What follows belongs to an exercise in optimizing a design on an open flow for small area; a production flow would make more cautious choices. The RTL was checked by simulation tests, not by an equivalence proof against the original design. Power and IR drop assume default switching activity.

try-tundra:
==> flow/design.v (excerpt) <==
module fano_decoder_top (
    input  logic       clk,
    input  logic       nlocal_rst,
    input  logic       i_vld,
    input  logic [1:0] i_branch,
    output logic       o_vld,
    output logic       o_dec_sym
);
For scale: roughly 1600 cells after synthesis, about 310 flip-flops, roughly 7 I/O pins, about 15000 sq um of cells after synthesis.
Settings: LEC_CHECK=0, CAP_MARGIN=20, CORE_MARGIN=2, CORE_UTILIZATION=65, SLEW_MARGIN=20; clock period 8.0 ns.
standard.sh (not shown) runs the stock make flow with config.mk's settings and CLKGATE_MAP_FILE= SYNTH_SCRIPT=/design/flow/synth_recipe.tcl, a recipe that flattens the netlist after the stock synthesis.
==> flow/flow/run.sh <==
#!/bin/bash
# Own layout flow: the standard layout (standard.sh, unchanged synthesis
# script and register mapping) with two changes:
#  - the ABC script that maps the synthesised logic to cells
#    (flow/abc_speed.script: ORFS's speed script with delay relaxation and more
#    area-recovery rounds, and without its final buffering and sizing passes,
#    which placement's repair redoes anyway)
#  - clock tree synthesis with clkbuf_4 only, small sink clusters and no dummy
#    loads (flow/cts_args.txt)
# Each step's output goes to its own log in this folder; ORFS keeps its logs
# under orfs/logs.
set -euo pipefail
here=$(pwd)
rm -rf "$here/scripts"
cp -r "$FLOW_HOME/scripts" "$here/scripts"
cp "$here/flow/abc_speed.script" "$here/scripts/abc_speed.script"
cts_args=$(cat "$here/flow/cts_args.txt")
bash "$here/standard.sh" SCRIPTS_DIR="$here/scripts" "CTS_ARGS=$cts_args" finish > "$here/standard_flow.log" 2>&1
==> flow/flow/abc_speed.script <==
&get -n
&st
&dch -f
&nf -R 1000 -F 8
&st
&dc2
&dch -f
&nf -R 1000 -F 8
&st
&dc2
&dch -f
&nf -R 1000 -F 8
&st
&dc2
&dch -f
&nf -R 1000 -F 8
&st
&dc2
&dch -f
&nf -R 1000 -F 8
&put
topo
==> flow/flow/cts_args.txt <==
-sink_clustering_enable -repair_clock_nets -dont_use_dummy_load -buf_list sky130_fd_sc_hd__clkbuf_4 -sink_clustering_size 9 -sink_clustering_max_diameter 40
[inputs] try-lagoon vs try-tundra
-- flow/design.v --
<<< try-tundra, line 42
    logic clr;
    logic rst;
    logic s_idle, s_mc3, s_fm, s_bm0, s_bm2, s_bm3;
    logic ms_ge_t, mp_ge_t, mp_below_next, at_norm;
    logic fwd_move, back_move, start_fwd, mark_worst, t_up, t_down, norm;
>>> try-lagoon, line 42
    logic clr;
    logic rst;
    logic s_idle, s_mc2, s_mc3, s_fm, s_bm0, s_bm2, s_bm3;
    logic ms_ge_t, mp_ge_t, mp_below_next, at_norm;
    logic fwd_move, back_move, start_fwd, mark_worst, t_up, t_down, norm;
<<< try-tundra, line 57
    assign clr    = rst || (state_q == S_INIT);
    assign s_idle = state_q == S_IDLE;
    assign s_mc3  = state_q == S_MC3;
    assign s_fm   = state_q == S_FM;
>>> try-lagoon, line 57
    assign clr    = rst || (state_q == S_INIT);
    assign s_idle = state_q == S_IDLE;
    assign s_mc2  = state_q == S_MC2;
    assign s_mc3  = state_q == S_MC3;
    assign s_fm   = state_q == S_FM;
<<< try-tundra, line 210
    always_ff @(posedge clk) begin
        for (int s = 0; s < WIN; s++) begin
            if (rst) begin
                dec_q[s] <= 1'b0;
            end else if (s < NSRCH && fwd_move && wr_idx == 6'(s)) begin
>>> try-lagoon, line 211
    always_ff @(posedge clk) begin
        for (int s = 0; s < WIN; s++) begin
            if (clr) begin
                dec_q[s] <= 1'b0;
            end else if (s < NSRCH && fwd_move && wr_idx == 6'(s)) begin
<<< try-tundra, line 221
    always_ff @(posedge clk) begin
        for (int s = 0; s < NSRCH; s++) begin
            if (rst) begin
                worst_q[s] <= 1'b0;
            end else if (start_fwd && wr_idx == 6'(s)) begin
>>> try-lagoon, line 222
    always_ff @(posedge clk) begin
        for (int s = 0; s < NSRCH; s++) begin
            if (clr) begin
                worst_q[s] <= 1'b0;
            end else if (start_fwd && wr_idx == 6'(s)) begin
<<< try-tundra, line 237
    assign dec_r     = dec_above[ptr_q];
    always_ff @(posedge clk) begin
        if (rst) begin
            hist_q <= '0;
        end else if (h_down) begin
>>> try-lagoon, line 238
    assign dec_r     = dec_above[ptr_q];
    always_ff @(posedge clk) begin
        if (clr) begin
            hist_q <= '0;
        end else if (h_down) begin
<<< try-tundra, line 252
    end
    always_ff @(posedge clk) begin
        if (rst) begin
            t_q  <= '0;
            mc_q <= '0;
>>> try-lagoon, line 253
    end
    always_ff @(posedge clk) begin
        if (clr) begin
            t_q  <= '0;
            mc_q <= '0;
[summary]
Diff try-tundra -> try-lagoon: clock tree cell share of total cell area held, sequential share of cell area neither gained nor lost much, clock period minus worst slack shrank by 0.052 ns, wire length on met1 barely changed, power in sequential cells did not really move. try-lagoon finished end to end and its layout was clean on timing, DRC and antenna. try-tundra has lower number of standard cells in the layout, taps in and fillers out than try-lagoon. The overall fraction of global-route tracks in use number comes out higher for try-lagoon vs try-tundra. [try-lagoon vs try-tundra] post-cts repair resize count: lower in try-lagoon.

[re-timing with driven ports]
Ports are ideal in the flow. The routed layouts listed here were re-timed in OpenROAD. Step 1 (the two cells are an assumption about what drives the block):
set clk [get_ports {clk}]
set_driving_cell -lib_cell sky130_fd_sc_hd__clkbuf_16 $clk
set_driving_cell -lib_cell sky130_fd_sc_hd__buf_2 [delete_from_list [all_inputs] $clk]
Step 2 moves the port delays by t, midway between the first and last clock arrival at a register: inputs arrive t later, outputs are due t later. That takes back most of the time a late clock gives input paths. a / b / c = ideal / step 1 / step 2; a / b = the first two.
run | shift t [ns] | setup slack, ns | worst slew at a driven data input, ns | cell pins on the clock port's net
try-tundra | 0.708 | 0.532 / 0.532 / 0.532 | 0.05 | 1
try-lagoon | 0.712 | 0.584 / 0.584 / 0.584 | 0.05 | 1
After both steps every run listed still meets setup and hold.
